What follows belongs to an exercise in optimizing a design on an open flow for small area; a production flow would make more cautious choices. Only simulation tests tie the RTL to the original design; equivalence was not proved. Power is estimated from default activity; no workload was simulated.

==> design/flow/design.v <==
package mps_pkg;
    typedef logic [7:0]  t_byte;
    typedef logic [62:0] t_addr;
    localparam int ADDR_W = 63;
    localparam int CFG_DATA_W = 64;
    localparam int CFG_INDEX_W = 3;
    localparam logic [1:0] MODE_CHAR = 2'd0;
    localparam logic [1:0] MODE_NUM  = 2'd1;
    localparam logic [1:0] MODE_STR  = 2'd2;
    localparam logic [CFG_INDEX_W-1:0] REG_SCAN_MODE     = 3'd0;
    localparam logic [CFG_INDEX_W-1:0] REG_CHAR_VALUE    = 3'd1;
    localparam logic [CFG_INDEX_W-1:0] REG_NUMERIC_VALUE = 3'd2;
    localparam logic [CFG_INDEX_W-1:0] REG_PATTERN_LOW   = 3'd3;
    localparam logic [CFG_INDEX_W-1:0] REG_PATTERN_HIGH  = 3'd4;
    localparam logic [CFG_INDEX_W-1:0] REG_PATTERN_LEN   = 3'd5;
    localparam logic [CFG_INDEX_W-1:0] REG_START_ADDR    = 3'd6;
    typedef struct packed {
        logic shift;    
        logic active;   
    } t_cell_ctrl;
endpackage
module mps_cell
(
    input  logic           i_prev,
    input  logic           i_set,
    input  logic           i_zero,
    input  mps_pkg::t_byte i_byte,
    input  mps_pkg::t_byte i_pat_byte,
    output logic           o_hit
);
    assign o_hit = i_prev && (i_set ? (i_byte == i_pat_byte) : i_zero);
endmodule
module memory_pattern_scanner
#(
    parameter int PATTERN_MAX = 16
) (
    input  logic                   i_clk,
    input  logic                   i_rst_n,
    input  logic                   i_in_valid,
    output logic                   o_in_ready,
    input  mps_pkg::t_byte             i_in_data_byte,
    input  logic                   i_in_last_byte,
    output logic                   o_out_valid,
    input  logic                   i_out_ready,
    output mps_pkg::t_addr             o_out_match_address,
    input  logic                   i_cfg_we,
    input  logic [mps_pkg::CFG_INDEX_W-1:0] i_cfg_index,
    input  logic [mps_pkg::CFG_DATA_W-1:0]  i_cfg_data
);
    logic [1:0]   r_scan_mode;
    mps_pkg::t_byte r_char_value;
    logic [6:0]   r_num_value;       
    logic [127:0] r_pattern;
    logic         r_plo_set, r_phi_set;
    logic [3:0]   r_len_m1;          
    mps_pkg::t_addr r_start_addr;
    logic         r_start_set;
    logic [4:0]  len_in;
    logic [3:0]  len_m1_in;
    logic [6:0]  num_in;
    logic        we_mode, we_char, we_num, we_plo, we_phi, we_len, we_start;
    assign len_in = i_cfg_data[4:0];
    assign len_m1_in = (len_in == 5'd0) ? 4'd0 :
                       (len_in[4])      ? 4'd15 : 4'(len_in - 5'd1);
    assign num_in = (i_cfg_data[31:7] == '0) ? i_cfg_data[6:0] : 7'd0;
    assign we_mode  = i_cfg_we && i_cfg_index == mps_pkg::REG_SCAN_MODE;
    assign we_char  = i_cfg_we && i_cfg_index == mps_pkg::REG_CHAR_VALUE;
    assign we_num   = i_cfg_we && i_cfg_index == mps_pkg::REG_NUMERIC_VALUE;
    assign we_plo   = i_cfg_we && i_cfg_index == mps_pkg::REG_PATTERN_LOW;
    assign we_phi   = i_cfg_we && i_cfg_index == mps_pkg::REG_PATTERN_HIGH;
    assign we_len   = i_cfg_we && i_cfg_index == mps_pkg::REG_PATTERN_LEN;
    assign we_start = i_cfg_we && i_cfg_index == mps_pkg::REG_START_ADDR;
    always_ff @(posedge i_clk) begin
        if (!i_rst_n) begin
            r_scan_mode  <= mps_pkg::MODE_CHAR;
            r_char_value <= '0;
            r_num_value  <= '0;
            r_len_m1     <= '0;
            r_plo_set    <= 1'b0;
            r_phi_set    <= 1'b0;
            r_start_set  <= 1'b0;
        end else begin
            if (we_mode)  r_scan_mode  <= i_cfg_data[1:0];
            if (we_char)  r_char_value <= i_cfg_data[7:0];
            if (we_num)   r_num_value  <= num_in;
            if (we_len)   r_len_m1     <= len_m1_in;
            if (we_plo)   r_plo_set    <= 1'b1;
            if (we_phi)   r_phi_set    <= 1'b1;
            if (we_start) r_start_set  <= 1'b1;
        end
    end
    always_ff @(posedge i_clk) begin
        if (we_plo)   r_pattern[63:0]   <= i_cfg_data;
        if (we_phi)   r_pattern[127:64] <= i_cfg_data;
        if (we_start) r_start_addr      <= i_cfg_data[mps_pkg::ADDR_W-1:0];
    end
    logic byte_zero;
    assign byte_zero = (i_in_data_byte == 8'd0);
    logic r_out_valid;
    logic accept;
    assign o_in_ready = !r_out_valid || i_out_ready;
    assign accept     = i_in_valid && o_in_ready;
    logic [PATTERN_MAX-2:0] r_part;
    logic [PATTERN_MAX-1:0] part_next;
    logic [PATTERN_MAX-1:0] part_prev;
    assign part_prev = {r_part, 1'b1};
    for (genvar j = 0; j < PATTERN_MAX; j++) begin : g_stage
        mps_cell u_cell (
            .i_prev     (part_prev[j]),
            .i_set      ((j < 8) ? r_plo_set : r_phi_set),
            .i_zero     (byte_zero),
            .i_byte     (i_in_data_byte),
            .i_pat_byte (r_pattern[j*8 +: 8]),
            .o_hit      (part_next[j])
        );
    end
    logic           r_open;        
    logic [3:0]     r_wait;        
    mps_pkg::t_addr r_last_addr;   
    logic           step;
    assign step = (r_scan_mode != mps_pkg::MODE_STR) || (r_wait == 4'd0);
    logic hit;
    always_comb begin
        unique case (r_scan_mode)
            mps_pkg::MODE_CHAR: hit = (i_in_data_byte == r_char_value);
            mps_pkg::MODE_NUM:  hit = !byte_zero && (i_in_data_byte == {1'b0, r_num_value});
            mps_pkg::MODE_STR:  hit = part_next[r_len_m1];
            default:            hit = 1'b0;
        endcase
    end
    logic keep;
    assign keep = i_rst_n && !i_in_last_byte;
    always_ff @(posedge i_clk) begin
        if (!i_rst_n || accept) begin
            r_part <= part_next[PATTERN_MAX-2:0] & {(PATTERN_MAX-1){keep}};
        end
    end
    always_ff @(posedge i_clk) begin
        if (!i_rst_n) begin
            r_open <= 1'b0;
        end else if (accept) begin
            r_open <= !i_in_last_byte;
        end
    end
    always_ff @(posedge i_clk) begin
        if (accept) begin
            if (!r_open) begin
                r_wait <= r_len_m1;
            end else if (r_wait != 4'd0) begin
                r_wait <= r_wait - 4'd1;
            end
        end
    end
    logic load_start, addr_inc;
    assign load_start = accept && !r_open;
    assign addr_inc   = accept && r_open && step;
    always_ff @(posedge i_clk) begin
        if (load_start) begin
            r_last_addr <= r_start_addr & {mps_pkg::ADDR_W{r_start_set}};
        end else begin
            r_last_addr <= r_last_addr + mps_pkg::ADDR_W'(addr_inc);
        end
    end
    always_ff @(posedge i_clk) begin
        if (!i_rst_n) begin
            r_out_valid <= 1'b0;
        end else if (accept) begin
            r_out_valid <= hit;
        end else if (i_out_ready) begin
            r_out_valid <= 1'b0;
        end
    end
    assign o_out_valid         = r_out_valid;
    assign o_out_match_address = r_last_addr;
endmodule
==> design/flow/flow/run.sh <==
#!/bin/bash
# The standard layout, with small port buffers and a clock tree of few small
# buffers and no dummy loads. Each tool's output stays in orfs/logs; make's
# own output goes to flow_make.log here.
set -euo pipefail
export BUFFER_PORTS_ARGS="-buffer_cell sky130_fd_sc_hd__buf_1"
export CTS_ARGS="-sink_clustering_enable -repair_clock_nets -dont_use_dummy_load -buf_list sky130_fd_sc_hd__clkbuf_8 -sink_clustering_size 18 -sink_clustering_max_diameter 50"
bash standard.sh > flow_make.log 2>&1
==> design/flow/standard.sh <==
#!/bin/bash
# synth_recipe.tcl (not shown) runs the flow's synth.tcl, then flattens the netlist and writes it again
# the make line also repeats each setting of config.mk as NAME=value (left out here)
make -C /OpenROAD-flow-scripts/flow DESIGN_CONFIG=/design/flow/config.mk WORK_HOME=/design/flow/orfs CLKGATE_MAP_FILE= SYNTH_SCRIPT=/design/flow/synth_recipe.tcl "${@:-finish}"
==> design/flow/config.mk <==
export PLATFORM = sky130hd
export DESIGN_NAME = memory_pattern_scanner
export DESIGN_NICKNAME = memory_pattern_scanner
export VERILOG_FILES = /design/flow/design.v
export SDC_FILE = /design/flow/constraint.sdc
export NUM_CORES = 4
export LEC_CHECK = 0
export CAP_MARGIN = 20
export CORE_MARGIN = 2
export CORE_UTILIZATION = 65
export SLEW_MARGIN = 20
==> design/flow/constraint.sdc <==
create_clock -name core_clock -period 8.0 [get_ports {i_clk}]
set_input_delay 1.6000 -clock core_clock [delete_from_list [all_inputs] [get_ports {i_clk}]]
set_output_delay 1.6000 -clock core_clock [all_outputs]
set_load 0.01 [all_outputs]
==> results.yml, run 1 <==
status:
  status: "complete, no violations"
route:
  vias_per_cell: 5.99
  drc: 0
  drtPass1Iterations: 5
  detail_route.wl_per_cell_um: 21.1
  drtIter0Drc: 839
  route.vias.total: 8589
  totalWireLength_um: 30200
  route.antenna.remaining_nets: 0
sta:
  timing.final.hold_violations: 0
  clock-skew-final_ns: 0.0690
  slew_viols_final: 0
  setup_tns_ns: 0
  setup_repair_after_global_routing_missed_its_margin: "no"
  finalSetupViolations: 0
  slew_of_the_pin_with_the_lowest_slew_margin_ns: 0.986
  timing.final.crit_period_ns: 4.63
  final.period_utilization: 0.579
  slew_headroom: 0.343
  fmax_mhz: 216
power_and_ir_drop:
  power.total_mw: 2.75
  worst_vdd_drop_mv: 0.171
  power.leakage_nw: 4.36
  power_per_cell_area_nw_per_um2: 196
cells_and_area:
  area_growth_syn_to_layout_pct: 9.70
  layout.core_utilization: 0.723
  filler_free_cell_count_of_the_finished_design: 1433
  num-nets-final: 1256
  antennaDiodeCount: 0
  drive_above_1_share: 0.0557
critical_path:
  critPathSlowestCell: "sky130_fd_sc_hd__nor4b_2"
  worstPathRequired_ns: 8.44
  worstPathBufferInverterCount: 2
  crit_chain: "buf_1, nor2b_1, inv_1, nand2_1, nor3b_1, ha_1, ha_1, nand2_1, nor2_1, nor4b_2, nand2_1, nor3_1, xnor2_1, a21oi_1"
  critPathMaxFanout: 7
  worst_setup_path_start_kind: "primary input"
  timing.critical_path.from: "i_out_ready"
  regToRegEndpoint: "r_last_addr[42]"
  critPathArrivalTime_ns: 5.07
  critical-path-top-delay-family: "simple AND/OR/NAND/NOR gates"
  type_of_element_capturing_the_critical_path: "flip-flop"
  rr_startpoint: "r_wait[0]"
  worst_path_most_repeated_cell: "sky130_fd_sc_hd__nand2_1"
  critPathMaxStageDelay_ns: 0.70
  cp_num_cells: 14
  timing.reg2reg.worst_path_depth: 14
  crit_path_end: "r_last_addr[42]"
  worst_setup_path_class: "primary input to flip-flop"
  r2r_slack_ns: 3.65
clock_network:
  holdBufCountCts: 0
  cts_repair_resize_count: 0
  clockBufferDepth: 3
  post_cts_buffers: 0
  path_clk_slew_ns: 0.10
  cts_buffers: 30
  max_h_tree_level: 1
  tritoncts: "yes"
  tritoncts_num_sinks: 299
  insertion_delay_ns: 0.60
  cts_root_buffer: "sky130_fd_sc_hd__clkbuf_8"
floorplanning:
  placeableCoreArea_um2: 19400
  die_h_um: 144
  die-width_um: 144
  boundaryPins: 146
  die_area_um2: 20800
  initial_utilization: 0.659
  row_count: 51
global_route:
  initial_antenna_violation_count: 0
  largest_net_degree_at_the_start_of_global_routing: 105
  groute.usage.overall: 0.293
  grt_pass1_wl_um: 45200
  vias_in_the_first_global_route: 8196
  gr-usage-met2: 0.492
  grt_use_met3: 0.0460
  grt_busiest_layer: "met2"
  grt_remaining_overflow: 0
  grt_use_met1: 0.397
synthesis:
  synthCells: 1021
  synth_async_sr_flop_share: 0
  synth_top_flop_cell: "sky130_fd_sc_hd__edfxtp_1"
  netlist_area_um2: 12800
  synthDominantCellAreaShare: 0.493
  cell_taking_the_most_area_after_synthesis: "sky130_fd_sc_hd__edfxtp_1"
  synth.avg_cell_area_um2: 12.5
  synth_most_common_cell: "sky130_fd_sc_hd__edfxtp_1"
  commonest_cells_in_the_netlist: "sky130_fd_sc_hd__edfxtp_1 (210), sky130_fd_sc_hd__xnor2_1 (123), sky130_fd_sc_hd__nand3_1 (91), sky130_fd_sc_hd__dfxtp_1 (89), sky130_fd_sc_hd__xor2_1 (84)"
  synth_cell_types: 52
  ys_ff_latch: 299
  synth.top_cells.by_area: "sky130_fd_sc_hd__edfxtp_1 (49%), sky130_fd_sc_hd__dfxtp_1 (14%), sky130_fd_sc_hd__xnor2_1 (8.4%)"
  yosysWarnings: 1
  synth_seq_area_share: 0.633
  syn_nets: 1107
  synth_edf_count: 210
placement:
  finalWeightedCongestion: 0.852
  place_hpwl_um: 20100
  i_o_buffers: 145
  place.detailed.instances: 1403
hold_path:
  worst_hold_path_type: "flip-flop to flip-flop"
run:
  timing.max_cap.violations: 0
-- metal layers --
layer	routed length, um	share of wire
met4	858	0.028
met2	14600	0.48
met5	0	0
met1	12300	0.41
met3	2380	0.079
-- tightest hold or removal path, stage by stage (launching register included) --
cell                       delay (ns)
sky130_fd_sc_hd__edfxtp_1        0.32
sky130_fd_sc_hd__nand3_1         0.06
sky130_fd_sc_hd__o21ai_0         0.07
-- how the worst min path moves through the flow --
stage / start / endpoint / slack [ns] / cells after the start
floorplan: r_start_addr[1] / r_last_addr[1] / 0.45 / 2
global placement: r_start_addr[7] / r_last_addr[7] / 0.45 / 2
global route: r_start_addr[11] / r_last_addr[11] / 0.49 / 2
detailed placement: r_start_addr[18] / r_last_addr[18] / 0.46 / 2
finish: r_start_addr[11] / r_last_addr[11] / 0.46 / 2
CTS: r_start_addr[54] / r_last_addr[54] / 0.45 / 2
-- placed cells by master (no fill, tap or decap), drive strengths merged, types with 18 or more instances in the layout --
cell type	instances
edfxtp	210
buf	164
xnor2	123
nand3	91
dfxtp	89
xor2	84
o21ai	67
nand2	49
nand4	41
nor2	31
clkbuf	30
a21oi	29
nor2b	19
and3	19
nor4	18
-- report_power, final --
| group | leakage, nW | internal (mW) | total [mW] | switching (mW) |
|---|---|---|---|---|
| Combinational | 1.48 | 0.0748 | 0.210 | 0.136 |
| Sequential | 2.67 | 1.71 | 1.74 | 0.0354 |
| Clock | 0.216 | 0.331 | 0.798 | 0.467 |
-- logic make-up (layout without fill, tap and decap cells) --
family,after synthesis,count (layout),share of synthesized area
AO/OA/AOI/OAI,128,128,0.0581
multiplexers,9,9,0.00705
adder cells (fa/ha/maj),5,5,0.00489
XOR/XNOR,207,207,0.142
flip-flops,299,299,0.633
AND/OR/NAND/NOR,315,315,0.136
buffers and inverters,58,205,0.0198
-- through the flow --
step | worst slack, ns | hold WS (ns) | area (um^2)
global route | 3.15 | 0.490 | 14000
floorplan | 0.940 | 0.446 | 12800
finish | 3.37 | 0.459 | 14000
global placement | 3.04 | 0.451 | 13600
detailed placement | 2.86 | 0.462 | 13600
CTS | 3.42 | 0.455 | 14000
-- state kept, by name, indices dropped and copies added (netlist names) --
register      count
r_char_value      8
r_last_addr      63
r_len_m1          4
r_num_value       7
r_open            1
r_out_valid       1
r_part           15
r_pattern       128
r_phi_set         1
r_plo_set         1
r_scan_mode       2
r_start_addr     63
r_start_set       1
r_wait            4
-- final cells by class --
cell class	instances	area (um^2)
sequential	299	8090
tap	265	332
inverter	11	41.3
timing repair buffer	164	687
fill	1437	5380
clock buffer	30	413
multi-input combinational	664	4460
==> inputs of run 2 (changes only) <==
==> design/flow/flow/run.sh (replaced) <==
#!/bin/bash
# The standard layout, with small port buffers and a clock tree of few small
# buffers and no dummy loads. Each tool's output stays in orfs/logs; make's
# own output goes to flow_make.log here.
set -euo pipefail
export BUFFER_PORTS_ARGS="-buffer_cell sky130_fd_sc_hd__buf_1"
export CTS_ARGS="-sink_clustering_enable -repair_clock_nets -dont_use_dummy_load -buf_list sky130_fd_sc_hd__clkbuf_16 -sink_clustering_size 36 -sink_clustering_max_diameter 60"
bash standard.sh > flow_make.log 2>&1
==> results.yml, run 2 <==
route:
  detail_route.wl_per_cell_um: 21.4
  vias_per_cell: 5.96
  drtPass1Iterations: 5
  drc: 0
  route.antenna.remaining_nets: 0
  route.vias.total: 8483
  drtIter0Drc: 793
  totalWireLength_um: 30400
critical_path:
  critPathArrivalTime_ns: 5.08
  type_of_element_capturing_the_critical_path: "flip-flop"
  worstPathBufferInverterCount: 2
  critical-path-top-delay-family: "simple AND/OR/NAND/NOR gates"
  worst_path_most_repeated_cell: "sky130_fd_sc_hd__nand2_1"
  worst_setup_path_start_kind: "primary input"
  critPathSlowestCell: "sky130_fd_sc_hd__nor4b_2"
  worstPathRequired_ns: 8.38
  critPathMaxStageDelay_ns: 0.74
  crit_chain: "buf_1, nor2b_1, inv_1, nand2_1, nor3b_1, ha_1, ha_1, nand2_1, nor2_1, nor4b_2, nand2_1, nor3_1, xnor2_1, a21oi_1"
  worst_setup_path_class: "primary input to flip-flop"
  critPathMaxFanout: 7
cells_and_area:
  leading_cell_type_in_the_layout_fill_and_taps_excluded: "sky130_fd_sc_hd__edfxtp_1"
  layout.cells.most_common_list: "sky130_fd_sc_hd__edfxtp_1 (210), sky130_fd_sc_hd__buf_1 (145), sky130_fd_sc_hd__xnor2_1 (123)"
  antennaDiodeCount: 0
  seqCellArea_um2: 8090
  drive_above_1_share: 0.0483
  area_growth_syn_to_layout_pct: 10.6
  top_regs: "r_pattern (128), r_last_addr (63), r_start_addr (63)"
  largest_reg_flops: 128
  fillCellCount: 1402
  multiInputGateArea_um2: 4460
  final_area_um2: 14100
  num-nets-final: 1247
  largest-register: "r_pattern"
sta:
  setup_repair_after_global_routing_missed_its_margin: "no"
  slew_viols_final: 0
  setup_tns_ns: 0
  slew_headroom: 0.352
  clock-skew-final_ns: 0.0471
  slew_of_the_pin_with_the_lowest_slew_margin_ns: 0.973
  timing.final.hold_violations: 0
  finalSetupViolations: 0
  timing.final.crit_period_ns: 4.70
  fmax_mhz: 213
  final.period_utilization: 0.588
placement:
  cell_area_after_placement_um2: 13600
  finalWeightedCongestion: 0.852
  i_o_buffers: 145
  place_hpwl_um: 20100
global_route:
  vias_in_the_first_global_route: 8109
  largest_net_degree_at_the_start_of_global_routing: 105
  groute.usage.overall: 0.294
  grt_pass1_wl_um: 45300
  grt_remaining_overflow: 0
  initial_antenna_violation_count: 0
synthesis:
  synth_most_common_cell: "sky130_fd_sc_hd__edfxtp_1"
  synth_seq_area_share: 0.633
  synth_async_sr_flop_share: 0
  cell_taking_the_most_area_after_synthesis: "sky130_fd_sc_hd__edfxtp_1"
  ys_ff_latch: 299
  synth_edf_count: 210
  synthDominantCellAreaShare: 0.493
  synth_top_flop_cell: "sky130_fd_sc_hd__edfxtp_1"
  synthCells: 1021
  synth.avg_cell_area_um2: 12.5
  netlist_area_um2: 12800
  synth_cell_types: 52
  yosysWarnings: 1
  synth.top_cells.by_area: "sky130_fd_sc_hd__edfxtp_1 (49%), sky130_fd_sc_hd__dfxtp_1 (14%), sky130_fd_sc_hd__xnor2_1 (8.4%)"
  syn_nets: 1107
  commonest_cells_in_the_netlist: "sky130_fd_sc_hd__edfxtp_1 (210), sky130_fd_sc_hd__xnor2_1 (123), sky130_fd_sc_hd__nand3_1 (91), sky130_fd_sc_hd__dfxtp_1 (89), sky130_fd_sc_hd__xor2_1 (84)"
floorplanning:
  die-width_um: 144
  die_h_um: 144
  boundaryPins: 146
  initial_utilization: 0.659
  die_area_um2: 20800
  row_count: 51
  placeableCoreArea_um2: 19400
power_and_ir_drop:
  power.leakage_nw: 4.41
  power_per_cell_area_nw_per_um2: 205
  worst_vdd_drop_mv: 0.220
clock_network:
  tritoncts: "yes"
  max_h_tree_level: 1
  insertion_delay_ns: 0.53
  tritoncts_num_sinks: 299
  clockBufferDepth: 3
  holdBufCountCts: 0
  cts_buffers: 21
  cts_repair_resize_count: 0
  post_cts_buffers: 0
  path_clk_slew_ns: 0.09
  cts_root_buffer: "sky130_fd_sc_hd__clkbuf_16"
run:
  timing.max_cap.violations: 0
status:
  status: "complete, no violations"
hold_path:
  worst_hold_path_type: "flip-flop to flip-flop"
[run 2: cell counts after synthesis]
Identical to the previous run, type by type.
[run 2: layout make-up]
cell class	instances	area share
inverters	11	0.00292
well taps	265	0.0235
clock buffers	21	0.0372
flip-flops and latches	299	0.572
multi-input cells	664	0.316
repair buffers	164	0.0486
[run 2: per-stage QoR]
stage	cells	hold WS, ns	setup slack [ns]	utilization	power, mW
final	1424	0.445	3.30	0.729	2.90
after CTS	1424	0.450	3.35	0.729	2.91
after global routing	1424	0.465	3.08	0.729	2.98
after floorplan	1021	0.446	0.940	-	1.90
after global placement	1403	0.451	3.04	0.702	1.98
after detailed placement	1403	0.462	2.86	0.702	1.99
[run 2: kinds of logic after synthesis]
group | count (synthesis) | synth area share
AO/OA/AOI/OAI | 128 | 0.0581
XOR/XNOR | 207 | 0.142
adder cells (fa/ha/maj) | 5 | 0.00489
buffers and inverters | 58 | 0.0198
flip-flops | 299 | 0.633
multiplexers | 9 | 0.00705
AND/OR/NAND/NOR | 315 | 0.136
[run 2: per-layer routing]
layer	GRT usage	vias up	wire, um	part of all wire
met5	0	-	0	0
met4	0.0996	0	1060	0.035
met3	0.0447	78	2000	0.066
met2	0.494	313	14700	0.48
met1	0.396	4110	12600	0.42
li1	-	3982	-	-
[run 2: final timing paths]
path / end / start / slack, ns / depth (start not counted)
min: r_last_addr[52] / r_start_addr[52] / 0.45 / 2
max reg2reg: r_last_addr[42] / r_wait[0] / 3.67 / 14
min reg2reg: r_last_addr[52] / r_start_addr[52] / 0.45 / 2
max: r_last_addr[42] / i_out_ready / 3.30 / 14
[run 2: worst reg2reg max path, stage by stage (launching register included)]
cell and delay, ns:
sky130_fd_sc_hd__edfxtp_1 0.41, sky130_fd_sc_hd__inv_1 0.08, sky130_fd_sc_hd__ha_1 0.17, sky130_fd_sc_hd__nor3b_1 0.35
sky130_fd_sc_hd__nor3b_1 0.11, sky130_fd_sc_hd__nor3b_1 0.40, sky130_fd_sc_hd__ha_1 0.28, sky130_fd_sc_hd__ha_1 0.22
sky130_fd_sc_hd__nand2_1 0.12, sky130_fd_sc_hd__nor2_1 0.54, sky130_fd_sc_hd__nor4b_2 0.74, sky130_fd_sc_hd__nand2_1 0.26
sky130_fd_sc_hd__nor3_1 0.29, sky130_fd_sc_hd__xnor2_1 0.16, sky130_fd_sc_hd__a21oi_1 0.08
[run 2: power breakdown]
group	leakage, nW	internal [mW]	switching [mW]	total, mW
sequential	2.67	1.71	0.0357	1.74
clock	0.259	0.465	0.479	0.944
combinational	1.48	0.0748	0.136	0.211
total	4.41	2.25	0.651	2.90
==> inputs of run 3 (changes only) <==
==> design/flow/flow/run.sh (replaced) <==
#!/bin/bash
# The standard layout with these changes:
#  - synthesis maps logic with an area-minded ABC script (abc.script here)
#    in place of ORFS's speed script; everything else in synthesis, and so
#    every register, is as in the standard synthesis;
#  - the port buffers are buf_1;
#  - the clock tree uses clkbuf_8 in larger clusters and no dummy loads.
# Each tool's output stays in orfs/logs; make's own output goes to
# flow_make.log here.
set -euo pipefail
here=$(pwd)
rm -rf "$here/scripts"
cp -r "$FLOW_HOME/scripts" "$here/scripts"
cp "$here/flow/abc.script" "$here/scripts/abc_speed.script"
export BUFFER_PORTS_ARGS="-buffer_cell sky130_fd_sc_hd__buf_1"
export CTS_ARGS="-sink_clustering_enable -repair_clock_nets -dont_use_dummy_load -buf_list sky130_fd_sc_hd__clkbuf_8 -sink_clustering_size 18 -sink_clustering_max_diameter 50"
bash standard.sh SCRIPTS_DIR="$here/scripts" finish > flow_make.log 2>&1
==> design/flow/flow/abc.script (new file) <==
&get -n
&st
&dch
&nf -R 1000
&st
&syn2
&if -g -K 6
&synch2
&nf -R 1000
&st
&syn2
&if -g -K 6
&synch2
&nf -R 1000
&st
&syn2
&if -g -K 6
&synch2
&nf -R 1000
&put
topo
dnsize -c
--- a/design/flow/config.mk
+++ b/design/flow/config.mk
@@ -7,5 +7,5 @@
 export LEC_CHECK = 0
-export CAP_MARGIN = 20
+export CAP_MARGIN = 0
 export CORE_MARGIN = 2
 export CORE_UTILIZATION = 65
-export SLEW_MARGIN = 20
+export SLEW_MARGIN = 0
==> results.yml, run 3 <==
status:
  status: "complete, no violations"
cells_and_area:
  largest-register: "r_pattern"
  top_regs: "r_pattern (128), r_last_addr (63), r_start_addr (63)"
  drive_above_1_share: 0.0417
  area_growth_syn_to_layout_pct: 10.9
  layout.cells.most_common_list: "sky130_fd_sc_hd__edfxtp_1 (210), sky130_fd_sc_hd__buf_1 (145), sky130_fd_sc_hd__xnor2_1 (124)"
  num-nets-final: 1239
  antennaDiodeCount: 0
  largest_reg_flops: 128
  leading_cell_type_in_the_layout_fill_and_taps_excluded: "sky130_fd_sc_hd__edfxtp_1"
power_and_ir_drop:
  worst_vdd_drop_mv: 0.174
  switching_share: 0.231
  clockPowerShare: 0.282
  power.switching_mw: 0.631
  power_per_cell_area_nw_per_um2: 198
  power_report.internal_total_mw: 2.10
  combPwrFrac: 0.077
  power.leakage_nw: 4.28
  seq_power_share: 0.641
synthesis:
  synth_cell_types: 38
  cell_taking_the_most_area_after_synthesis: "sky130_fd_sc_hd__edfxtp_1"
  netlist_area_um2: 12400
  synth_most_common_cell: "sky130_fd_sc_hd__edfxtp_1"
  synth_top_flop_cell: "sky130_fd_sc_hd__edfxtp_1"
  synthDominantCellAreaShare: 0.508
  synth.top_cells.by_area: "sky130_fd_sc_hd__edfxtp_1 (51%), sky130_fd_sc_hd__dfxtp_1 (14%), sky130_fd_sc_hd__xnor2_1 (8.7%)"
  syn_nets: 1049
  ys_ff_latch: 299
  synth_async_sr_flop_share: 0
  synthCells: 963
  synth.avg_cell_area_um2: 12.9
  commonest_cells_in_the_netlist: "sky130_fd_sc_hd__edfxtp_1 (210), sky130_fd_sc_hd__xnor2_1 (124), sky130_fd_sc_hd__dfxtp_1 (89), sky130_fd_sc_hd__xor2_1 (84), sky130_fd_sc_hd__nand3_1 (79)"
  yosysWarnings: 1
  synth_edf_count: 210
  synth_seq_area_share: 0.652
global_route:
  gr-usage-met2: 0.451
  largest_net_degree_at_the_start_of_global_routing: 91
  grt_remaining_overflow: 0
  groute.usage.overall: 0.282
  grt_use_met1: 0.406
  grt_busiest_layer: "met2"
  initial_antenna_violation_count: 0
  grt_pass1_wl_um: 43800
  vias_in_the_first_global_route: 8133
  grt_use_met3: 0.0451
clock_network:
  cts_repair_resize_count: 0
  path_clk_slew_ns: 0.09
  max_h_tree_level: 1
  cts_buffers: 28
  tritoncts_num_sinks: 299
  insertion_delay_ns: 0.57
  post_cts_buffers: 0
  clockBufferDepth: 3
  holdBufCountCts: 0
  tritoncts: "yes"
  cts_root_buffer: "sky130_fd_sc_hd__clkbuf_8"
critical_path:
  critPathMaxStageDelay_ns: 0.66
  worst_setup_path_class: "primary input to flip-flop"
  crit_chain: "buf_1, nor2b_1, clkinv_1, nand2_1, nor3b_1, ha_1, ha_1, nand3_1, nor3_1, and4_1, and2_0, nor2b_1, nand3_1, xor2_1, o21ai_0"
  type_of_element_capturing_the_critical_path: "flip-flop"
  critPathSlowestCell: "sky130_fd_sc_hd__nor3_1"
  worstPathRequired_ns: 8.42
  critPathMaxFanout: 7
  critPathArrivalTime_ns: 5.32
  critical-path-top-delay-family: "simple AND/OR/NAND/NOR gates"
  worstPathBufferInverterCount: 2
  worst_setup_path_start_kind: "primary input"
route:
  drc: 0
  detail_route.wl_per_cell_um: 20.1
  totalWireLength_um: 27800
  drtPass1Iterations: 6
  drtIter0Drc: 622
  route.antenna.remaining_nets: 0
  route.vias.total: 8242
  vias_per_cell: 5.95
sta:
  timing.final.crit_period_ns: 4.89
  setup_repair_after_global_routing_missed_its_margin: "no"
  slew_viols_final: 0
  slew_headroom: 0.282
  final.period_utilization: 0.612
  clock-skew-final_ns: 0.0511
  finalSetupViolations: 0
  timing.final.hold_violations: 0
  setup_tns_ns: 0
  slew_of_the_pin_with_the_lowest_slew_margin_ns: 1.08
  holdWs_ns: 0.433
  fmax_mhz: 204
floorplanning:
  die-width_um: 142
  row_count: 50
  placeableCoreArea_um2: 18700
  die_h_um: 142
  die_area_um2: 20200
  boundaryPins: 146
  initial_utilization: 0.664
placement:
  i_o_buffers: 145
  finalWeightedCongestion: 0.857
  place_hpwl_um: 17800
run:
  timing.max_cap.violations: 0
hold_path:
  worst_hold_path_type: "flip-flop to flip-flop"
[run 3: stage by stage]
step,std cells,worst slack [ns],util,cell area (um^2),power [mW]
after floorplan,963,1.11,-,12400,1.89
after global placement,1357,2.67,0.715,13400,1.99
after detailed placement,1357,2.54,0.715,13400,1.99
after CTS,1385,3.15,0.736,13800,2.75
after global routing,1385,2.79,0.736,13800,2.83
final,1385,3.11,0.736,13800,2.73
[run 3: cell type report]
cell class | count | area [um^2]
inverter | 12 | 45.0
multi-input combinational | 652 | 4300
sequential | 299 | 8090
tap | 234 | 293
timing repair buffer | 160 | 657
fill | 1327 | 4940
clock buffer | 28 | 385
[run 3: final timing paths]
kind | from | endpoint | slack, ns | cells after the start
hold / removal | r_start_addr[0] | r_last_addr[0] | 0.43 | 2
setup reg to reg | r_wait[0] | r_last_addr[54] | 3.40 | 15
setup / recovery | i_out_ready | r_last_addr[54] | 3.11 | 15
hold reg to reg | r_start_addr[0] | r_last_addr[0] | 0.43 | 2
[run 3: worst register-to-register path, stage by stage, from the launching register on]
cell and delay (ns):
sky130_fd_sc_hd__edfxtp_1 0.44, sky130_fd_sc_hd__clkinv_1 0.08, sky130_fd_sc_hd__ha_1 0.18, sky130_fd_sc_hd__nor3b_1 0.31
sky130_fd_sc_hd__nor3b_1 0.09, sky130_fd_sc_hd__nor3b_1 0.32, sky130_fd_sc_hd__ha_1 0.26, sky130_fd_sc_hd__ha_1 0.24
sky130_fd_sc_hd__nand3_1 0.30, sky130_fd_sc_hd__nor3_1 0.66, sky130_fd_sc_hd__and4_1 0.32, sky130_fd_sc_hd__and2_0 0.26
sky130_fd_sc_hd__nor2b_1 0.55, sky130_fd_sc_hd__nand3_1 0.18, sky130_fd_sc_hd__xor2_1 0.17, sky130_fd_sc_hd__o21ai_0 0.09
[run 3: power groups by stage]
stage                     clock, mW  sequential, mW  combinational (mW)
after global placement            0            1.78               0.206
final                         0.770            1.75               0.211
after global routing          0.843            1.76               0.233
after CTS                     0.785            1.75               0.211
after floorplan                   0            1.79               0.102
after detailed placement          0            1.78               0.210
[run 3: cells by family (layout without fill, tap and decap cells)]
group                      after synthesis  count (layout)  share of synthesized area
muxes                                    9               9                    0.00726
DFF                                    299             299                      0.652
adders and majority gates                5               5                    0.00504
AOI/OAI and AO/OA                      137             137                     0.0620
buffers and inverters                   12             200                    0.00363
xor gates and xnor gates               208             208                      0.147
and+or+nand+nor                        293             293                      0.124
[run 3: metal layers]
metal  wire length (um)  vias up
met5                  0        -
met4                808        0
met3               1680       59
met2              12800      284
met1              12600     3985
li1                   -     3914
==> inputs of run 4 (changes only) <==
--- a/design/flow/config.mk
+++ b/design/flow/config.mk
@@ -7,5 +7,5 @@
 export LEC_CHECK = 0
-export CAP_MARGIN = 0
+export CAP_MARGIN = 20
 export CORE_MARGIN = 2
 export CORE_UTILIZATION = 65
-export SLEW_MARGIN = 0
+export SLEW_MARGIN = 20
==> results.yml, run 4 <==
status:
  status: "complete, no violations"
floorplanning:
  row_count: 50
  boundaryPins: 146
  initial_utilization: 0.664
  die_area_um2: 20200
  die_h_um: 142
  placeableCoreArea_um2: 18700
  die-width_um: 142
synthesis:
  yosysWarnings: 1
  synth_edf_count: 210
  syn_nets: 1049
  synth-simple-area-share: 0.124
  yosys.area_share.xor_xnor: 0.147
  netlist_area_um2: 12400
  synth-compound-area-share: 0.0620
  synth_async_sr_flop_share: 0
  synth.mux.area_fraction: 0.00726
  cell_taking_the_most_area_after_synthesis: "sky130_fd_sc_hd__edfxtp_1"
  synthCells: 963
  synth.top_cells.by_area: "sky130_fd_sc_hd__edfxtp_1 (51%), sky130_fd_sc_hd__dfxtp_1 (14%), sky130_fd_sc_hd__xnor2_1 (8.7%)"
  synth_top_flop_cell: "sky130_fd_sc_hd__edfxtp_1"
  commonest_cells_in_the_netlist: "sky130_fd_sc_hd__edfxtp_1 (210), sky130_fd_sc_hd__xnor2_1 (124), sky130_fd_sc_hd__dfxtp_1 (89), sky130_fd_sc_hd__xor2_1 (84), sky130_fd_sc_hd__nand3_1 (79)"
  largest_family_of_logic_cells_by_synthesized_area: "XOR/XNOR gates"
  synthDominantCellAreaShare: 0.508
  ys_ff_latch: 299
  post_synth_fa_ha_maj_area_fraction: 0.00504
  synth_most_common_cell: "sky130_fd_sc_hd__edfxtp_1"
  synth_seq_area_share: 0.652
  synth.avg_cell_area_um2: 12.9
  synth_cell_types: 38
sta:
  setup_tns_ns: 0
  slew_of_the_pin_with_the_lowest_slew_margin_ns: 1.08
  final.period_utilization: 0.612
  slew_headroom: 0.282
  clock-skew-final_ns: 0.0511
  timing.final.hold_violations: 0
  fmax_mhz: 204
  slew_viols_final: 0
  setup_repair_after_global_routing_missed_its_margin: "no"
  timing.final.crit_period_ns: 4.89
  finalSetupViolations: 0
power_and_ir_drop:
  power_per_cell_area_nw_per_um2: 198
  combPwrFrac: 0.077
  clockPowerShare: 0.282
  switching_share: 0.231
  power.leakage_nw: 4.28
  worst_vdd_drop_mv: 0.174
  power.switching_mw: 0.631
  seq_power_share: 0.641
  power_report.internal_total_mw: 2.10
global_route:
  vias_in_the_first_global_route: 8133
  grt_remaining_overflow: 0
  groute.usage.overall: 0.282
  grt_pass1_wl_um: 43800
  initial_antenna_violation_count: 0
  largest_net_degree_at_the_start_of_global_routing: 91
cells_and_area:
  largest_reg_flops: 128
  layout.cells.most_common_list: "sky130_fd_sc_hd__edfxtp_1 (210), sky130_fd_sc_hd__buf_1 (145), sky130_fd_sc_hd__xnor2_1 (124)"
  final_area_um2: 13800
  largest-register: "r_pattern"
  area_growth_syn_to_layout_pct: 10.9
  drive_above_1_share: 0.0417
  num-nets-final: 1239
  top_regs: "r_pattern (128), r_last_addr (63), r_start_addr (63)"
  antennaDiodeCount: 0
  leading_cell_type_in_the_layout_fill_and_taps_excluded: "sky130_fd_sc_hd__edfxtp_1"
route:
  route.vias.total: 8242
  met2_wirelength_um: 12800
  wirelength_met1_um: 12600
  met3RoutedLength_um: 1680
  drtPass1Iterations: 6
  drtIter0Drc: 622
  route.antenna.remaining_nets: 0
  detail_route.wl_per_cell_um: 20.1
  drc: 0
  totalWireLength_um: 27800
  top_layer: "met4"
  vias_per_cell: 5.95
clock_network:
  cts_root_buffer: "sky130_fd_sc_hd__clkbuf_8"
  post_cts_buffers: 0
  tritoncts: "yes"
  max_h_tree_level: 1
  clockBufferDepth: 3
  path_clk_slew_ns: 0.09
  holdBufCountCts: 0
  insertion_delay_ns: 0.57
  cts_repair_resize_count: 0
  cts_buffers: 28
  tritoncts_num_sinks: 299
placement:
  cell_area_after_placement_um2: 13400
  i_o_buffers: 145
  finalWeightedCongestion: 0.857
  place_hpwl_um: 17800
critical_path:
  worstPathRequired_ns: 8.42
  critPathArrivalTime_ns: 5.32
  worst_setup_path_class: "primary input to flip-flop"
  worst_setup_path_start_kind: "primary input"
  type_of_element_capturing_the_critical_path: "flip-flop"
  critPathMaxFanout: 7
run:
  timing.max_cap.violations: 0
hold_path:
  worst_hold_path_type: "flip-flop to flip-flop"
[run 4: area by class of cell]
class	count	area (um^2)
inverter	12	45.0
timing repair buffer	160	657
tap	234	293
fill	1327	4940
sequential	299	8090
clock buffer	28	385
multi-input combinational	652	4300
[run 4: final timing paths]
path,cells past startpoint,to,slack (ns),from
setup / recovery,15,r_last_addr[54],3.11,i_out_ready
hold / removal,2,r_last_addr[0],0.43,r_start_addr[0]
setup reg to reg,15,r_last_addr[54],3.40,r_wait[0]
hold reg to reg,2,r_last_addr[0],0.43,r_start_addr[0]
[run 4: kinds of logic (layout without fill, tap and decap cells)]
kind of cell	count (synthesis)	in the layout
compound gates	137	137
xor+xnor	208	208
fa+ha+maj	5	5
buf+inv	12	200
flops	299	299
mux	9	9
simple gates	293	293
[run 4: critical path, stage by stage]
cell	delay (ns)
sky130_fd_sc_hd__buf_1	0.07
sky130_fd_sc_hd__nor2b_1	0.06
sky130_fd_sc_hd__clkinv_1	0.06
sky130_fd_sc_hd__nand2_1	0.16
sky130_fd_sc_hd__nor3b_1	0.35
sky130_fd_sc_hd__ha_1	0.26
sky130_fd_sc_hd__ha_1	0.24
sky130_fd_sc_hd__nand3_1	0.30
sky130_fd_sc_hd__nor3_1	0.66
sky130_fd_sc_hd__and4_1	0.32
sky130_fd_sc_hd__and2_0	0.26
sky130_fd_sc_hd__nor2b_1	0.55
sky130_fd_sc_hd__nand3_1	0.18
sky130_fd_sc_hd__xor2_1	0.17
sky130_fd_sc_hd__o21ai_0	0.09
[run 4: metrics by stage]
step | power, mW | setup WS, ns | hold slack [ns] | utilization | std cells
after floorplan | 1.89 | 1.11 | 0.446 | - | 963
after global placement | 1.99 | 2.67 | 0.449 | 0.715 | 1357
after detailed placement | 1.99 | 2.54 | 0.457 | 0.715 | 1357
after CTS | 2.75 | 3.15 | 0.438 | 0.736 | 1385
after global routing | 2.83 | 2.79 | 0.457 | 0.736 | 1385
final | 2.73 | 3.11 | 0.433 | 0.736 | 1385
[run 4: power groups by stage]
stage	combinational [mW]	sequential, mW	clock (mW)
6_report	0.211	1.75	0.770
5_1_grt	0.233	1.76	0.843
4_1_cts	0.211	1.75	0.785
3_5_place_dp	0.210	1.78	0
3_3_place_gp	0.206	1.78	0
2_1_floorplan	0.102	1.79	0
[run 4: per-layer routing]
| metal | GRT usage | vias up |
|---|---|---|
| met2 | 0.451 | 284 |
| li1 | - | 3914 |
| met1 | 0.406 | 3985 |
| met4 | 0.0853 | 0 |
| met5 | 0 | - |
| met3 | 0.0451 | 59 |
==> inputs of run 5 (changes only) <==
--- a/design/flow/flow/run.sh
+++ b/design/flow/flow/run.sh
@@ -15,3 +15,3 @@
 export BUFFER_PORTS_ARGS="-buffer_cell sky130_fd_sc_hd__buf_1"
-export CTS_ARGS="-sink_clustering_enable -repair_clock_nets -dont_use_dummy_load -buf_list sky130_fd_sc_hd__clkbuf_8 -sink_clustering_size 18 -sink_clustering_max_diameter 50"
+export CTS_ARGS="-sink_clustering_enable -repair_clock_nets -dont_use_dummy_load -buf_list sky130_fd_sc_hd__clkbuf_8 -sink_clustering_size 16 -sink_clustering_max_diameter 80"
 bash standard.sh SCRIPTS_DIR="$here/scripts" finish > flow_make.log 2>&1
==> results.yml, run 5 <==
sta:
  slew_viols_final: 0
  slew_of_the_pin_with_the_lowest_slew_margin_ns: 1.08
  clock-skew-final_ns: 0.0251
  timing.final.hold_violations: 0
  setup_repair_after_global_routing_missed_its_margin: "no"
  finalSetupViolations: 0
  setup_tns_ns: 0
  fmax_mhz: 198
  final.period_utilization: 0.630
  slew_headroom: 0.278
  timing.final.crit_period_ns: 5.04
route:
  vias_per_cell: 5.96
  detail_route.wl_per_cell_um: 20.1
  drtPass1Iterations: 5
  drtIter0Drc: 609
  drc: 0
  route.vias.total: 8225
  route.antenna.remaining_nets: 0
  totalWireLength_um: 27700
synthesis:
  ys_ff_latch: 299
  synth_edf_count: 210
  synth.avg_cell_area_um2: 12.9
  synth_top_flop_cell: "sky130_fd_sc_hd__edfxtp_1"
  commonest_cells_in_the_netlist: "sky130_fd_sc_hd__edfxtp_1 (210), sky130_fd_sc_hd__xnor2_1 (124), sky130_fd_sc_hd__dfxtp_1 (89), sky130_fd_sc_hd__xor2_1 (84), sky130_fd_sc_hd__nand3_1 (79)"
  netlist_area_um2: 12400
  synthDominantCellAreaShare: 0.508
  synth_most_common_cell: "sky130_fd_sc_hd__edfxtp_1"
  synth.top_cells.by_area: "sky130_fd_sc_hd__edfxtp_1 (51%), sky130_fd_sc_hd__dfxtp_1 (14%), sky130_fd_sc_hd__xnor2_1 (8.7%)"
  synth_async_sr_flop_share: 0
  syn_nets: 1049
  synth_cell_types: 38
  yosysWarnings: 1
  cell_taking_the_most_area_after_synthesis: "sky130_fd_sc_hd__edfxtp_1"
  synthCells: 963
  synth_seq_area_share: 0.652
critical_path:
  crit_chain: "buf_1, nor2b_1, clkinv_1, nand2_1, nor3b_1, ha_1, ha_1, nand3_1, nor3_1, and4_1, and2_0, nor2b_1, nand4_1, xor2_1, o21ai_0"
  rr_startpoint: "r_wait[0]"
  regToRegEndpoint: "r_last_addr[60]"
  r2r_slack_ns: 3.30
  critPathArrivalTime_ns: 5.50
  critPathMaxStageDelay_ns: 0.73
  type_of_element_capturing_the_critical_path: "flip-flop"
  worstPathRequired_ns: 8.46
  worst_setup_path_class: "primary input to flip-flop"
  critPathMaxFanout: 7
  critPathSlowestCell: "sky130_fd_sc_hd__nor3_1"
  worst_setup_path_start_kind: "primary input"
  timing.reg2reg.worst_path_depth: 15
floorplanning:
  die_h_um: 142
  die-width_um: 142
  initial_utilization: 0.664
  row_count: 50
  placeableCoreArea_um2: 18700
  die_area_um2: 20200
  boundaryPins: 146
cells_and_area:
  area_growth_syn_to_layout_pct: 10.3
  largest-register: "r_pattern"
  num-nets-final: 1233
  largest_reg_flops: 128
  drive_above_1_share: 0.0367
  layout.cells.most_common_list: "sky130_fd_sc_hd__edfxtp_1 (210), sky130_fd_sc_hd__buf_1 (145), sky130_fd_sc_hd__xnor2_1 (124)"
  fillCellCount: 1331
  antennaDiodeCount: 0
  leading_cell_type_in_the_layout_fill_and_taps_excluded: "sky130_fd_sc_hd__edfxtp_1"
  top_regs: "r_pattern (128), r_last_addr (63), r_start_addr (63)"
  layout.core_utilization: 0.732
clock_network:
  path_clk_slew_ns: 0.10
  insertion_delay_ns: 0.54
  max_h_tree_level: 1
  clockBufferDepth: 3
  tritoncts_num_sinks: 299
  tritoncts: "yes"
  cts_buffers: 22
  post_cts_buffers: 0
  holdBufCountCts: 0
  cts_repair_resize_count: 0
  cts_root_buffer: "sky130_fd_sc_hd__clkbuf_8"
global_route:
  grt_use_met3: 0.0410
  vias_in_the_first_global_route: 8055
  initial_antenna_violation_count: 1
  groute.usage.overall: 0.281
  largest_net_degree_at_the_start_of_global_routing: 91
  grt_pass1_wl_um: 43600
  grt_busiest_layer: "met2"
  gr-usage-met2: 0.443
  grt_remaining_overflow: 0
  grt_use_met1: 0.408
power_and_ir_drop:
  seq_power_share: 0.659
  worst_vdd_drop_mv: 0.193
  combPwrFrac: 0.079
  power.switching_mw: 0.617
  power_report.internal_total_mw: 2.04
  switching_share: 0.233
  power.leakage_nw: 4.23
  power_per_cell_area_nw_per_um2: 194
  clockPowerShare: 0.262
placement:
  place_hpwl_um: 17800
  i_o_buffers: 145
  finalWeightedCongestion: 0.857
status:
  status: "complete, no violations"
hold_path:
  worst_hold_path_type: "flip-flop to flip-flop"
  holdPathEnd: "r_last_addr[0]"
  hp-start: "r_start_addr[0]"
  whs_path_depth: 2
run:
  timing.max_cap.violations: 0
## run 5: cell count changes in the layout (fill, tap and decap cells not counted)
cell / delta
sky130_fd_sc_hd__clkbuf_8: -6
## run 5: power groups by stage
| stage | Sequential (mW) | Combinational, mW | Clock, mW |
|---|---|---|---|
| final | 1.75 | 0.210 | 0.694 |
| after CTS | 1.75 | 0.211 | 0.713 |
| after global routing | 1.76 | 0.233 | 0.767 |
| after floorplan | 1.79 | 0.102 | 0 |
| after detailed placement | 1.78 | 0.210 | 0 |
| after global placement | 1.78 | 0.206 | 0 |
## run 5: logic make-up after synthesis
kind of cell | count (synthesis) | synth area share
AOI/OAI and AO/OA | 137 | 0.0620
adders and majority gates | 5 | 0.00504
muxes | 9 | 0.00726
xor gates and xnor gates | 208 | 0.147
DFF | 299 | 0.652
buffers and inverters | 12 | 0.00363
and+or+nand+nor | 293 | 0.124
## run 5: routing by layer
layer	routed length, um	vias up	part of all wire
met1	12400	3976	0.45
met5	0	-	0
met4	805	0	0.029
li1	-	3908	-
met2	12700	286	0.46
met3	1770	55	0.064
## run 5: layout make-up
type                            count  area, um^2  share of cell area
Clock buffer                       22         303              0.0221
Tap cell                          234         293              0.0214
Timing Repair Buffer              160         657              0.0480
Sequential cell                   299        8090               0.591
Inverter                           12        45.0             0.00329
Multi-Input combinational cell    652        4300               0.314
## run 5: worst max-delay path by stage
stage	slack, ns	startpoint	depth (start not counted)	end
floorplan	1.11	i_cfg_we	2	r_start_addr[0]
CTS	3.06	i_out_ready	15	r_last_addr[60]
global placement	2.67	i_out_ready	15	r_last_addr[60]
detailed placement	2.54	i_out_ready	15	r_last_addr[54]
global route	2.71	i_out_ready	15	r_last_addr[60]
finish	2.96	i_out_ready	15	r_last_addr[60]
## run 5: metrics by stage
stage,hold slack (ns),setup WS (ns),area [um^2],instances,total power [mW]
after floorplan,0.446,1.11,12400,963,1.89
after global placement,0.449,2.67,13400,1357,1.99
after detailed placement,0.457,2.54,13400,1357,1.99
after CTS,0.446,3.06,13700,1379,2.67
after global routing,0.466,2.71,13700,1379,2.76
final,0.440,2.96,13700,1379,2.65
## run 5: critical path: cells and delay by family
family                     cells  cell delay (ns)
AOI/OAI and AO/OA              1             0.17
xor gates and xnor gates       1             0.17
adders and majority gates      2             0.50
buffers and inverters          2             0.13
and+or+nand+nor                9             2.93
==> inputs of run 6 (changes only) <==
--- a/design/flow/config.mk
+++ b/design/flow/config.mk
@@ -9,3 +9,4 @@
 export CORE_MARGIN = 2
-export CORE_UTILIZATION = 65
+export CORE_UTILIZATION = 75
+export PLACE_DENSITY = 0.8
 export SLEW_MARGIN = 20
==> results.yml, run 6 <==
synthesis:
  synth_cell_types: 38
  synth_edf_count: 210
  yosysWarnings: 1
  synth_seq_area_share: 0.652
  synth.avg_cell_area_um2: 12.9
  synth_top_flop_cell: "sky130_fd_sc_hd__edfxtp_1"
  synthDominantCellAreaShare: 0.508
  netlist_area_um2: 12400
  commonest_cells_in_the_netlist: "sky130_fd_sc_hd__edfxtp_1 (210), sky130_fd_sc_hd__xnor2_1 (124), sky130_fd_sc_hd__dfxtp_1 (89), sky130_fd_sc_hd__xor2_1 (84), sky130_fd_sc_hd__nand3_1 (79)"
  synth_most_common_cell: "sky130_fd_sc_hd__edfxtp_1"
  synth_async_sr_flop_share: 0
  ys_ff_latch: 299
  cell_taking_the_most_area_after_synthesis: "sky130_fd_sc_hd__edfxtp_1"
  synth.top_cells.by_area: "sky130_fd_sc_hd__edfxtp_1 (51%), sky130_fd_sc_hd__dfxtp_1 (14%), sky130_fd_sc_hd__xnor2_1 (8.7%)"
  syn_nets: 1049
  synthCells: 963
floorplanning:
  placeableCoreArea_um2: 16400
  boundaryPins: 146
  die_h_um: 133
  initial_utilization: 0.757
  row_count: 47
  die-width_um: 133
  die_area_um2: 17600
clock_network:
  tritoncts: "yes"
  tritoncts_num_sinks: 299
  path_clk_slew_ns: 0.10
  cts_root_buffer: "sky130_fd_sc_hd__clkbuf_8"
  insertion_delay_ns: 0.55
  clockBufferDepth: 3
  cts_buffers: 22
  max_h_tree_level: 1
  post_cts_buffers: 0
  holdBufCountCts: 0
  cts_repair_resize_count: 0
critical_path:
  timing.reg2reg.worst_path_depth: 15
  critPathMaxFanout: 7
  type_of_element_capturing_the_critical_path: "flip-flop"
  critPathArrivalTime_ns: 5.36
  r2r_slack_ns: 3.36
  regToRegEndpoint: "r_last_addr[56]"
  critical-path-top-delay-family: "simple AND/OR/NAND/NOR gates"
  worstPathBufferInverterCount: 2
  worst_setup_path_start_kind: "primary input"
  worst_setup_path_class: "primary input to flip-flop"
  critPathMaxStageDelay_ns: 0.67
  rr_startpoint: "r_wait[0]"
  worstPathRequired_ns: 8.41
  critPathSlowestCell: "sky130_fd_sc_hd__nor3_1"
  crit_chain: "buf_1, nor2b_1, clkinv_1, nand2_1, nor3b_1, ha_1, ha_1, nand3_1, nor3_1, and4_1, and2_0, nor2b_1, nand3_1, xor2_1, o21ai_0"
run:
  timing.max_cap.violations: 0
cells_and_area:
  drive_above_1_share: 0.0367
  largest_reg_flops: 128
  largest-register: "r_pattern"
  leading_cell_type_in_the_layout_fill_and_taps_excluded: "sky130_fd_sc_hd__edfxtp_1"
  layout.cells.most_common_list: "sky130_fd_sc_hd__edfxtp_1 (210), sky130_fd_sc_hd__buf_1 (145), sky130_fd_sc_hd__xnor2_1 (124)"
  num-nets-final: 1233
  final_area_um2: 13700
  layout.core_utilization: 0.833
  area_growth_syn_to_layout_pct: 10.1
  antennaDiodeCount: 0
  top_regs: "r_pattern (128), r_last_addr (63), r_start_addr (63)"
  filler_free_cell_count_of_the_finished_design: 1365
sta:
  slew_viols_final: 0
  holdWs_ns: 0.473
  slew_headroom: 0.382
  setup_repair_after_global_routing_missed_its_margin: "no"
  fmax_mhz: 202
  timing.final.hold_violations: 0
  slew_of_the_pin_with_the_lowest_slew_margin_ns: 0.927
  setup_tns_ns: 0
  clock-skew-final_ns: 0.0501
  final.period_utilization: 0.619
  finalSetupViolations: 0
  timing.final.crit_period_ns: 4.95
hold_path:
  holdPathEnd: "r_last_addr[13]"
  hp-start: "r_start_addr[13]"
  whs_path_depth: 2
  worst_hold_path_type: "flip-flop to flip-flop"
power_and_ir_drop:
  worst_vdd_drop_mv: 0.178
  power_per_cell_area_nw_per_um2: 194
  power.leakage_nw: 4.24
placement:
  place_hpwl_um: 17400
  place.detailed.instances: 1342
  i_o_buffers: 145
  cell_area_after_placement_um2: 13400
  finalWeightedCongestion: 0.869
global_route:
  grt_remaining_overflow: 0
  gr-usage-met2: 0.501
  groute.usage.overall: 0.310
  grt_busiest_layer: "met2"
  grt_use_met3: 0.0464
  vias_in_the_first_global_route: 8186
  initial_antenna_violation_count: 0
  largest_net_degree_at_the_start_of_global_routing: 91
  grt_pass1_wl_um: 42400
  grt_use_met1: 0.438
route:
  vias_per_cell: 6.18
  drtIter0Drc: 686
  detail_route.wl_per_cell_um: 19.8
  totalWireLength_um: 27000
  drc: 0
  route.vias.total: 8439
  route.antenna.remaining_nets: 0
  drtPass1Iterations: 5
status:
  status: "complete, no violations"
-- run 6: worst max-delay path by stage --
stage	from	endpoint	slack, ns	depth (start not counted)
after floorplan	i_cfg_we	r_start_addr[0]	1.11	2
after global placement	i_out_ready	r_last_addr[60]	2.72	15
after detailed placement	i_out_ready	r_last_addr[60]	2.54	15
after CTS	i_out_ready	r_last_addr[56]	3.10	15
after global routing	i_out_ready	r_last_addr[60]	2.77	15
final	i_out_ready	r_last_addr[56]	3.05	15
-- run 6: area by class of cell --
cell class,count,area [um^2]
Fill cell,955,2740
Sequential cell,299,8090
Inverter,12,45.0
Clock buffer,22,303
Tap cell,220,275
Multi-Input combinational cell,652,4300
Timing Repair Buffer,160,661
-- run 6: metal layers --
metal | vias up | wire (um)
met1 | 4069 | 11300
met3 | 59 | 2080
met5 | - | 0
met4 | 0 | 747
met2 | 405 | 13000
li1 | 3906 | -
-- run 6: logic make-up (layout without fill, tap and decap cells) --
logic type | Yosys count | in the layout | share of synthesized area
fa+ha+maj | 5 | 5 | 0.00504
flops | 299 | 299 | 0.652
compound gates | 137 | 137 | 0.0620
mux | 9 | 9 | 0.00726
simple gates | 293 | 293 | 0.124
xor+xnor | 208 | 208 | 0.147
buf+inv | 12 | 194 | 0.00363
-- run 6: power by group --
| part | switching, mW | total, mW | internal [mW] |
|---|---|---|---|
| clock | 0.438 | 0.686 | 0.248 |
| combinational | 0.136 | 0.213 | 0.0776 |
| sequential | 0.0368 | 1.75 | 1.71 |
| total | 0.610 | 2.65 | 2.04 |
-- run 6: worst min-delay path, delay by kind of cell (launching register included) --
family	cells	cell delay, ns
flip-flops	1	0.33
AND/OR/NAND/NOR	1	0.06
AO/OA/AOI/OAI	1	0.06
-- run 6: through the flow --
step,power (mW),setup slack [ns]
6_report,2.65,3.05
3_3_place_gp,1.98,2.72
2_1_floorplan,1.89,1.11
4_1_cts,2.65,3.10
5_1_grt,2.73,2.77
3_5_place_dp,1.99,2.54
==> inputs of run 7 (changes only) <==
--- a/design/flow/config.mk
+++ b/design/flow/config.mk
@@ -9,4 +9,4 @@
 export CORE_MARGIN = 2
-export CORE_UTILIZATION = 75
-export PLACE_DENSITY = 0.8
+export CORE_UTILIZATION = 85
+export PLACE_DENSITY = 0.9
 export SLEW_MARGIN = 20
==> results.yml, run 7 <==
status:
  status: "complete, no violations"
synthesis:
  synth_edf_count: 210
  cell_taking_the_most_area_after_synthesis: "sky130_fd_sc_hd__edfxtp_1"
  synth_top_flop_cell: "sky130_fd_sc_hd__edfxtp_1"
  synthCells: 963
  netlist_area_um2: 12400
  synth_cell_types: 38
  synth.avg_cell_area_um2: 12.9
  syn_nets: 1049
  ys_ff_latch: 299
  commonest_cells_in_the_netlist: "sky130_fd_sc_hd__edfxtp_1 (210), sky130_fd_sc_hd__xnor2_1 (124), sky130_fd_sc_hd__dfxtp_1 (89), sky130_fd_sc_hd__xor2_1 (84), sky130_fd_sc_hd__nand3_1 (79)"
  synth_seq_area_share: 0.652
  synthDominantCellAreaShare: 0.508
  synth_most_common_cell: "sky130_fd_sc_hd__edfxtp_1"
  synth_async_sr_flop_share: 0
  synth.top_cells.by_area: "sky130_fd_sc_hd__edfxtp_1 (51%), sky130_fd_sc_hd__dfxtp_1 (14%), sky130_fd_sc_hd__xnor2_1 (8.7%)"
  yosysWarnings: 1
power_and_ir_drop:
  power.leakage_nw: 4.23
  worst_vdd_drop_mv: 0.194
  clockPowerShare: 0.263
  switching_share: 0.246
  power_per_cell_area_nw_per_um2: 198
  power.total_mw: 2.70
  seq_power_share: 0.650
  power.switching_mw: 0.664
  combPwrFrac: 0.087
  power_report.internal_total_mw: 2.04
critical_path:
  worst_setup_path_class: "primary input to flip-flop"
  critPathMaxFanout: 7
  crit_chain: "buf_1, nor2b_1, clkinv_1, nand2_1, nor3b_1, ha_1, ha_1, nand3_1, nor3_1, and4_1, and2_0, nor2b_1, nand4_1, xor2_1, o21ai_0"
  worst_setup_path_start_kind: "primary input"
  critPathMaxStageDelay_ns: 0.72
  critPathSlowestCell: "sky130_fd_sc_hd__nor3_1"
  type_of_element_capturing_the_critical_path: "flip-flop"
  worstPathRequired_ns: 8.41
  critPathArrivalTime_ns: 5.83
floorplanning:
  die-width_um: 125
  placeableCoreArea_um2: 14400
  die_h_um: 125
  initial_utilization: 0.861
  die_area_um2: 15600
  row_count: 44
  boundaryPins: 146
sta:
  clock-skew-final_ns: 0.0263
  setup_repair_after_global_routing_missed_its_margin: "no"
  slew_headroom: 0.269
  slew_of_the_pin_with_the_lowest_slew_margin_ns: 1.10
  timing.final.hold_violations: 0
  setup_tns_ns: 0
  timing.final.crit_period_ns: 5.42
  slew_viols_final: 0
  final.period_utilization: 0.678
  finalSetupViolations: 0
  fmax_mhz: 184
route:
  drtIter0Drc: 1865
  detail_route.wl_per_cell_um: 26.3
  drtPass1Iterations: 7
  vias_per_cell: 7.29
  route.vias.total: 9694
  totalWireLength_um: 35000
  route.antenna.remaining_nets: 0
  drc: 0
clock_network:
  max_h_tree_level: 1
  insertion_delay_ns: 0.56
  tritoncts_num_sinks: 299
  cts_buffers: 22
  post_cts_buffers: 0
  path_clk_slew_ns: 0.10
  cts_root_buffer: "sky130_fd_sc_hd__clkbuf_8"
  holdBufCountCts: 0
  tritoncts: "yes"
  cts_repair_resize_count: 0
  clockBufferDepth: 3
global_route:
  groute.usage.overall: 0.446
  vias_in_the_first_global_route: 9552
  grt_pass1_wl_um: 53000
  initial_antenna_violation_count: 0
  largest_net_degree_at_the_start_of_global_routing: 91
  grt_remaining_overflow: 0
cells_and_area:
  largest_reg_flops: 128
  num-nets-final: 1232
  layout.cells.most_common_list: "sky130_fd_sc_hd__edfxtp_1 (210), sky130_fd_sc_hd__buf_1 (145), sky130_fd_sc_hd__xnor2_1 (124)"
  top_regs: "r_pattern (128), r_last_addr (63), r_start_addr (63)"
  leading_cell_type_in_the_layout_fill_and_taps_excluded: "sky130_fd_sc_hd__edfxtp_1"
  area_growth_syn_to_layout_pct: 9.71
  largest-register: "r_pattern"
  drive_above_1_share: 0.0358
  final_area_um2: 13600
placement:
  place_hpwl_um: 21000
  cell_area_after_placement_um2: 13300
  i_o_buffers: 145
  finalWeightedCongestion: 0.881
run:
  timing.max_cap.violations: 0
hold_path:
  worst_hold_path_type: "flip-flop to flip-flop"
## run 7: cell counts after synthesis
Identical to the previous run, type by type.
## run 7: metal layers
| layer | share of wire | vias to the layer above | routed length [um] | global-route usage |
|---|---|---|---|---|
| met5 | 0 | - | 0 | 0 |
| met4 | 0.065 | 0 | 2270 | 0.228 |
| met3 | 0.13 | 255 | 4710 | 0.0915 |
| met2 | 0.49 | 1066 | 17000 | 0.744 |
| met1 | 0.31 | 4465 | 11000 | 0.561 |
| li1 | - | 3908 | - | - |
## run 7: kinds of logic (layout without fill, tap and decap cells)
logic type | Yosys count | in the layout | synth area share
adder cells (fa/ha/maj) | 5 | 5 | 0.00504
AO/OA/AOI/OAI | 137 | 137 | 0.0620
XOR/XNOR | 208 | 208 | 0.147
flip-flops | 299 | 299 | 0.652
buffers and inverters | 12 | 193 | 0.00363
AND/OR/NAND/NOR | 293 | 293 | 0.124
multiplexers | 9 | 9 | 0.00726
other | 0 | 1 | 0
## run 7: final timing paths
path / start / depth (start not counted) / end / slack, ns
worst max register to register: r_wait[0] / 15 / r_last_addr[60] / 2.92
worst min-delay path: r_start_addr[20] / 2 / r_last_addr[20] / 0.49
worst max-delay path: i_out_ready / 15 / r_last_addr[60] / 2.58
worst min register to register: r_start_addr[20] / 2 / r_last_addr[20] / 0.49
## run 7: stage by stage
step                      worst slack [ns]  hold slack (ns)  utilization  std cells
after floorplan                       1.11            0.446            -        963
after global placement                2.78            0.440        0.923       1306
after detailed placement              2.33            0.462        0.923       1306
after CTS                             2.80            0.482        0.944       1328
after global routing                  2.47            0.513        0.944       1328
final                                 2.58            0.486        0.944       1329
## run 7: cell type report
class                      instances  area (um^2)
clock buffer                      22          303
sequential                       299         8090
timing repair buffer             159          649
inverter                          12         45.0
fill                             416          806
multi-input combinational        652         4300
antenna                            1         2.50
tap                              184          230
## run 7: critical path: cells and delay by family
family	cells	cell delay (ns)
AO/OA/AOI/OAI	1	0.11
adder cells (fa/ha/maj)	2	0.55
AND/OR/NAND/NOR	9	3.21
XOR/XNOR	1	0.21
buffers and inverters	2	0.15
## run 7: power groups by stage
stage	clock network, mW	registers (mW)	logic, mW
final	0.712	1.76	0.234
after global routing	0.741	1.76	0.243
after CTS	0.696	1.75	0.225
after detailed placement	0	1.79	0.218
after global placement	0	1.78	0.202
after floorplan	0	1.79	0.102

[separate check: timing with driven ports]
No port has a modelled driver above. Below, the same layouts with a new extraction and two added sets of constraints.
Step 1 assumes that a clkbuf_16 drives the clock port and a buf_2 every other input.
Step 2 moves the port delays by t, midway between the first and last clock arrival at a register: inputs arrive t later, outputs are due t later. That takes back most of the time a late clock gives input paths.
Three values: ideal, step 1, step 2; two values: the first two.
run | t, ns | slack for setup (ns) | worst setup path after step 2 | slew at the worst register clock pin (ns) | worst slew at a driven data input, ns
run 1 | 0.605 | 3.370 / 3.390 / 2.785 | input to register | 0.11 / 0.11 | 0.06
run 2 | 0.550 | 3.297 / 3.318 / 2.768 | input to register | 0.10 / 0.10 | 0.05
run 3 | 0.589 | 3.107 / 3.127 / 2.539 | input to register | 0.11 / 0.11 | 0.04
run 4 | 0.589 | 3.107 / 3.127 / 2.539 | input to register | 0.11 / 0.11 | 0.04
run 5 | 0.573 | 2.957 / 2.976 / 2.404 | input to register | 0.10 / 0.10 | 0.04
run 6 | 0.567 | 3.049 / 3.066 / 2.499 | input to register | 0.10 / 0.10 | 0.04
run 7 | 0.589 | 2.577 / 2.598 / 2.008 | input to register | 0.11 / 0.11 | 0.09
After both steps every run listed still meets setup and hold. The setup slack of run 1, which loses most, moves by +0.020 ns with the drivers and by -0.585 ns with both steps.
